This design comes from an exercise in tuning for a short achievable clock period and few clock cycles on the open sky130 flow, not from production work.
Function was checked by simulation only, so behaviour that the tests miss may differ from the original.
The flow treats the clock pin as an ideal source, which a real chip does not have.
No activity file was given, so power comes from the tool's default toggle rates.

wip/willow:
// rattlesnake_core
module rattlesnake_core (
    input  logic        clk,
    input  logic        arst_n_i,
    input  logic        start_i,
    input  logic [31:0] start_address_i,
    input  logic [31:0] mem_read_data_i,
    input  logic        mem_read_ack_i,
    output logic        mem_read_en_o,
    output logic [13:0] mem_addr_o,
    output logic        processor_paused_o,
    output logic [31:0] peek_pc_o,
    output logic [31:0] peek_ir_o,
    input  logic [4:0]  dbg_reg_addr_i,
    output logic [31:0] dbg_reg_data_o
);
    localparam logic [31:0] WFI_WORD = 32'h1050_0073;
    logic        running;    
    logic [31:0] wfi_pc_q;   
    logic        wfi_q;      
    logic        e_valid;    
    logic        e_we;       
    logic [4:0]  e_rd;
    logic [31:0] e_a, e_b;   
    logic        e_sub, e_sra;
    logic [2:0]  e_f3;       
    logic        e_jal;
    logic        c_eq, c_ne, c_lt, c_ge, c_ltu, c_geu;   
    logic [31:0] e_pc;       
    logic [31:0] e_imm;      
    logic [31:0] regs [32];
    logic [31:0] sum, alu_res, wdata;
    logic        wen;
    logic [4:0]  shamt;
    logic        eq, lt, ltu, redirect;
    assign shamt = e_b[4:0];
    assign sum   = e_sub ? e_a - e_b : e_a + e_b;
    fast_cmp u_cmp (
        .a_i   (e_a),
        .b_i   (e_b),
        .eq_o  (eq),
        .lt_o  (lt),
        .ltu_o (ltu)
    );
    always_comb begin
        case (e_f3)
            3'b000:  alu_res = sum;
            3'b001:  alu_res = e_a << shamt;
            3'b010:  alu_res = {31'b0, lt};
            3'b011:  alu_res = {31'b0, ltu};
            3'b100:  alu_res = e_a ^ e_b;
            3'b101:  alu_res = e_sra ? 32'($signed(e_a) >>> shamt) : e_a >> shamt;
            3'b110:  alu_res = e_a | e_b;
            default: alu_res = e_a & e_b;
        endcase
    end
    assign wdata = alu_res;
    assign wen   = e_valid && e_we;
    logic [1023:0] regs_flat;
    assign regs[0] = '0;
    for (genvar i = 0; i < 32; i++) begin : g_flat
        assign regs_flat[32*i +: 32] = regs[i];
    end
    for (genvar i = 1; i < 32; i++) begin : g_reg
        always_ff @(posedge clk or negedge arst_n_i) begin
            if (!arst_n_i) begin
                regs[i] <= '0;
  ...
Size: ~8500 cells after synthesis, about 1200 flip-flops, about 190 I/O pins, roughly 79000 um^2 of cells after synthesis.
export LEC_CHECK = 0
export CAP_MARGIN = 20
export CORE_MARGIN = 2
export CORE_UTILIZATION = 40
export PLACE_DENSITY = 0.6
export SETUP_SLACK_MARGIN = 5
export SLEW_MARGIN = 20
create_clock -name core_clock -period 11.0 [get_ports {clk}]
standard.sh (not shown) runs the stock make flow with config.mk's settings and CLKGATE_MAP_FILE= SYNTH_SCRIPT=/design/flow/synth_recipe.tcl, a recipe that flattens the netlist after the stock synthesis.
==> flow/flow/run.sh <==
#!/bin/bash
# standard flow up to clock tree synthesis, then extra gate sizing on the
# worst paths (flow/size.tcl), then the standard flow to the end.
# Each tool's output goes to a log file of its own in this folder.
set -euo pipefail
RESULTS=$PWD/orfs/results/$FLOW_PLATFORM/rattlesnake_core/base
bash standard.sh cts > log_1_standard_to_cts.log 2>&1
RESULTS=$RESULTS SIZE_ITERS=200 SIZE_SECONDS=780 \
  openroad -no_init -exit flow/size_step.tcl > log_2_sizing.log 2>&1
bash standard.sh finish > log_3_standard_finish.log 2>&1
ls -l out/final.def
==> flow/flow/size.tcl <==
# greedy gate sizing on the worst paths: for each cell on the current worst
# path, try every drive strength of the same function and keep the best
proc cell_family {name} {
  if {[regexp {^sky130_fd_sc_hd__(buf|clkdlybuf4s[0-9]+|dlygate4sd[0-9]|dlymetal6s[0-9]s|bufbuf)_[0-9]+$} $name]} { return "BUF" }
  regsub {_[0-9]+$} $name "" f
  return $f
}
proc candidates {name} {
  set f [cell_family $name]
  if {$f eq "BUF"} {
    set pat sky130_fd_sc_hd__buf_*
  } else {
    set pat ${f}_*
  }
  set out {}
  foreach c [get_lib_cells $pat] {
    set n [get_name $c]
    if {[regexp {lpflow|probe} $n]} continue
    if {$f ne "BUF" && [cell_family $n] ne $f} continue
    lappend out $n
  }
  return $out
}
proc skip_cell {name} {
  return [regexp {df|dl[xr]|sdf|edf|clkbuf|clkinv|tap|fill|decap|conb|ebuf|einv} $name]
}
proc ep_slack {pe} { return [$pe slack] }

set t0 [clock seconds]
set maxit $::env(SIZE_ITERS)
set stuck 0
for {set it 0} {$it < $maxit} {incr it} {
  if {[clock seconds] - $t0 > $::env(SIZE_SECONDS)} break
  set pes [find_timing_paths -path_delay max -sort_by_slack -group_path_count 1]
  set worst ""; set ws 1e9
  foreach pe $pes { if {[$pe slack] < $ws} { set ws [$pe slack]; set worst $pe } }
  set ep [[$worst path] pin]
  set insts {}
  foreach pin [[$worst path] pins] {
    if {[catch {set inst [$pin instance]; get_full_name $inst}]} continue
    if {[lsearch -exact $insts $inst] < 0} { lappend insts $inst }
  }
  set gain 0
  foreach inst $insts {
    if {[catch {set orig [get_name [$inst liberty_cell]]}]} continue
    if {[skip_cell $orig]} continue
    set best $orig
    set gw [sta::worst_slack_cmd max]
    set pe0 [lindex [find_timing_paths -to $ep -path_delay max -group_path_count 1] 0]
    set bs [$pe0 slack]
    regexp {_([0-9]+)$} $orig -> odrive
    foreach c [candidates $orig] {
      if {$c eq $orig} continue
      if {[cell_family $orig] ne "BUF" && [regexp {_([0-9]+)$} $c -> cdrive] && $cdrive < $odrive} continue
      replace_cell [get_full_name $inst] $c
      estimate_parasitics -placement
      set pe1 [lindex [find_timing_paths -to $ep -path_delay max -group_path_count 1] 0]
      set s [$pe1 slack]
      set w [sta::worst_slack_cmd max]
      if {$s > $bs + 1e-12 && $w >= $gw - 1e-12} { set bs $s; set best $c }
    }
    if {$best ne [get_name [$inst liberty_cell]]} { replace_cell [get_full_name $inst] $best; estimate_parasitics -placement }
    if {$best ne $orig} { set gain 1 }
  }
  puts "size iter $it ws [format %.4f [expr {$ws*1e9}]] -> [format %.4f [expr {[sta::worst_slack_cmd max]*1e9}]] gain $gain"
  if {!$gain} { incr stuck; if {$stuck > 3} break } else { set stuck 0 }
}
Other scripts of this flow, unchanged in this note and not shown: flow/flow/size_step.tcl
Testbench counts of wip/willow, summed over its fixed seeds: cycles 21,810.
diff inputs: wip/willow => wip/zinc
# wip/willow
export LEC_CHECK = 0
export CAP_MARGIN = 20
export CORE_MARGIN = 2
export CORE_UTILIZATION = 40
export PLACE_DENSITY = 0.6
export SETUP_SLACK_MARGIN = 5
export SLEW_MARGIN = 20
create_clock -name core_clock -period 11.0 [get_ports {clk}]
# wip/zinc
export LEC_CHECK = 0
export ABC_CLOCK_PERIOD_IN_PS = 3000
export CAP_MARGIN = 20
export CORE_MARGIN = 2
export CORE_UTILIZATION = 30
export PLACE_DENSITY = 0.5
export SETUP_SLACK_MARGIN = 5
export SLEW_MARGIN = 20
create_clock -name core_clock -period 11.0 [get_ports {clk}]
-- flow/flow/size.tcl --
<<< wip/willow, line 49
    set pe0 [lindex [find_timing_paths -to $ep -path_delay max -group_path_count 1] 0]
    set bs [$pe0 slack]
    regexp {_([0-9]+)$} $orig -> odrive
    foreach c [candidates $orig] {
      if {$c eq $orig} continue
      if {[cell_family $orig] ne "BUF" && [regexp {_([0-9]+)$} $c -> cdrive] && $cdrive < $odrive} continue
      replace_cell [get_full_name $inst] $c
      estimate_parasitics -placement
>>> wip/zinc, line 49
    set pe0 [lindex [find_timing_paths -to $ep -path_delay max -group_path_count 1] 0]
    set bs [$pe0 slack]
    foreach c [candidates $orig] {
      if {$c eq $orig} continue
      replace_cell [get_full_name $inst] $c
      estimate_parasitics -placement
==> comparison <==
Comparing the two runs side by side, wip/zinc comes out behind wip/willow on wire length.
Max freq wip/willow -> wip/zinc: improved
Looking at switching share of total power, wip/zinc sits above wip/willow.
Edits applied to the flow inputs when going from wip/zinc to wip/garnet:
==> flow/flow/run.sh <==
#!/bin/bash
# standard flow up to clock tree synthesis, then extra gate sizing on the
# worst paths (flow/size.tcl), then the standard flow to the end.
# Each tool's output goes to a log file of its own in this folder.
set -euo pipefail
RESULTS=$PWD/orfs/results/$FLOW_PLATFORM/rattlesnake_core/base
bash standard.sh cts > log_1_standard_to_cts.log 2>&1
RESULTS=$RESULTS SIZE_ITERS=200 SIZE_SECONDS=600 \
  openroad -no_init -exit flow/size_step.tcl > log_2_sizing.log 2>&1
bash standard.sh finish > log_3_standard_finish.log 2>&1
ls -l out/final.def
-- flow/flow/size.tcl --
<<< wip/zinc, line 26
}
proc ep_slack {pe} { return [$pe slack] }

set t0 [clock seconds]
>>> wip/garnet, line 26
}
proc ep_slack {pe} { return [$pe slack] }
# re-estimate the wire parasitics of the nets on an instance's pins, which
# replace_cell leaves without parasitics
proc reest {inst} {
  set iter [$inst pin_iterator]
  while {[$iter has_next]} {
    set pin [$iter next]
    set net [$pin net]
    if {$net ne "NULL" && $net ne ""} { catch {est::estimate_parasitic_net $net} }
  }
  $iter finish
}


# try every other drive strength of each instance; keep what improves the
# endpoint's slack without lowering the worst slack. down: only smaller cells
proc try_insts {insts ep down} {
  set gain 0
  foreach inst $insts {
    if {[catch {set orig [get_name [$inst liberty_cell]]}]} continue
    if {[skip_cell $orig]} continue
    set best $orig
    set gw [sta::worst_slack_cmd max]
    set pe0 [lindex [find_timing_paths -to $ep -path_delay max -group_path_count 1] 0]
    set bs [$pe0 slack]
    set odrive 0
    regexp {_([0-9]+)$} $orig -> odrive
    foreach c [candidates $orig] {
      if {$c eq $orig} continue
      set cdrive 0
      regexp {_([0-9]+)$} $c -> cdrive
      if {$down && ([cell_family $orig] eq "BUF" || $cdrive >= $odrive)} continue
      if {!$down && [cell_family $orig] ne "BUF" && $cdrive < $odrive} continue
      replace_cell [get_full_name $inst] $c
      reest $inst
      set pe1 [lindex [find_timing_paths -to $ep -path_delay max -group_path_count 1] 0]
      set s [$pe1 slack]
      set w [sta::worst_slack_cmd max]
      if {$s > $bs + 1e-12 && $w >= $gw - 1e-12} { set bs $s; set best $c }
    }
    if {$best ne [get_name [$inst liberty_cell]]} { replace_cell [get_full_name $inst] $best; reest $inst }
    if {$best ne $orig} { set gain 1 }
  }
  return $gain
}

set t0 [clock seconds]
<<< wip/zinc, line 41
    if {[lsearch -exact $insts $inst] < 0} { lappend insts $inst }
  }
  set gain 0
  foreach inst $insts {
    if {[catch {set orig [get_name [$inst liberty_cell]]}]} continue
    if {[skip_cell $orig]} continue
    set best $orig
    set gw [sta::worst_slack_cmd max]
    set pe0 [lindex [find_timing_paths -to $ep -path_delay max -group_path_count 1] 0]
    set bs [$pe0 slack]
    foreach c [candidates $orig] {
      if {$c eq $orig} continue
      replace_cell [get_full_name $inst] $c
      estimate_parasitics -placement
      set pe1 [lindex [find_timing_paths -to $ep -path_delay max -group_path_count 1] 0]
      set s [$pe1 slack]
      set w [sta::worst_slack_cmd max]
      if {$s > $bs + 1e-12 && $w >= $gw - 1e-12} { set bs $s; set best $c }
    }
    if {$best ne [get_name [$inst liberty_cell]]} { replace_cell [get_full_name $inst] $best; estimate_parasitics -placement }
    if {$best ne $orig} { set gain 1 }
  }
  puts "size iter $it ws [format %.4f [expr {$ws*1e9}]] -> [format %.4f [expr {[sta::worst_slack_cmd max]*1e9}]] gain $gain"
  if {!$gain} { incr stuck; if {$stuck > 3} break } else { set stuck 0 }
>>> wip/garnet, line 85
    if {[lsearch -exact $insts $inst] < 0} { lappend insts $inst }
  }
  # side loads of the path's nets (collected now: the path object goes stale
  # once cells change): smaller cells there take load off the path
  set side {}
  foreach pin [[$worst path] pins] {
      if {[catch {set net [$pin net]}] || $net eq "NULL" || $net eq ""} continue
      set it2 [$net pin_iterator]
      while {[$it2 has_next]} {
        set lp [$it2 next]
        if {[catch {set li [$lp instance]; get_full_name $li}]} continue
        if {[lsearch -exact $insts $li] < 0 && [lsearch -exact $side $li] < 0} { lappend side $li }
      }
      $it2 finish
  }
  set gain [try_insts $insts $ep 0]
  if {!$gain} { set gain [try_insts $side $ep 1] }
  puts "size iter $it ws [format %.4f [expr {$ws*1e9}]] -> [format %.4f [expr {[sta::worst_slack_cmd max]*1e9}]] gain $gain"
  if {!$gain} { incr stuck; if {$stuck > 3} break } else { set stuck 0 }
--- outcome ---
wip/garnet finished every stage and its layout cleared the timing, design-rule and antenna checks. Any difference in later-pin clock latency in the skew report between wip/zinc and wip/garnet is small enough to ignore. | wire length | wip/garnet vs wip/zinc | ≈ equal |. Register-to-register slack (lower): wip/zinc. Diff wip/garnet..wip/zinc | cell count after synthesis | unchanged. On utilization, wip/garnet and wip/zinc are basically level. Diff wip/zinc..wip/garnet | average wire per cell in the routed design | negligible. Setup slack (higher): wip/garnet.

==> port drivers added, routing unchanged <==
The results above use ideal ports. As a check the final layouts listed here were re-extracted and re-timed, cells and wires unchanged. Step 1 assumes that a clkbuf_16 drives the clock port and a buf_2 every other input. Step 2 adds t to the input delays and takes it off the output delays; t is the mean of the earliest and latest rising clock arrival at the registers after step 1. Input paths then give back, and output paths get back, about the clock's delay inside the block. a / b / c = ideal / step 1 / step 2; a / b = the first two.
run	t, ns	setup WS [ns]	worst setup path at the end	clock arrival spread, ns
wip/willow	0.931	4.634 / 4.153 / 3.773	input to register	0.052 / 0.053
wip/zinc	0.897	4.783 / 4.217 / 3.949	input to register	0.070 / 0.070
wip/garnet	0.895	4.795 / 4.258 / 3.962	input to register	0.070 / 0.069
After both steps setup and hold are still met in every run listed. For wip/willow, which loses most, drivers alone change the setup slack by -0.481 ns; drivers and shift together by -0.861 ns.
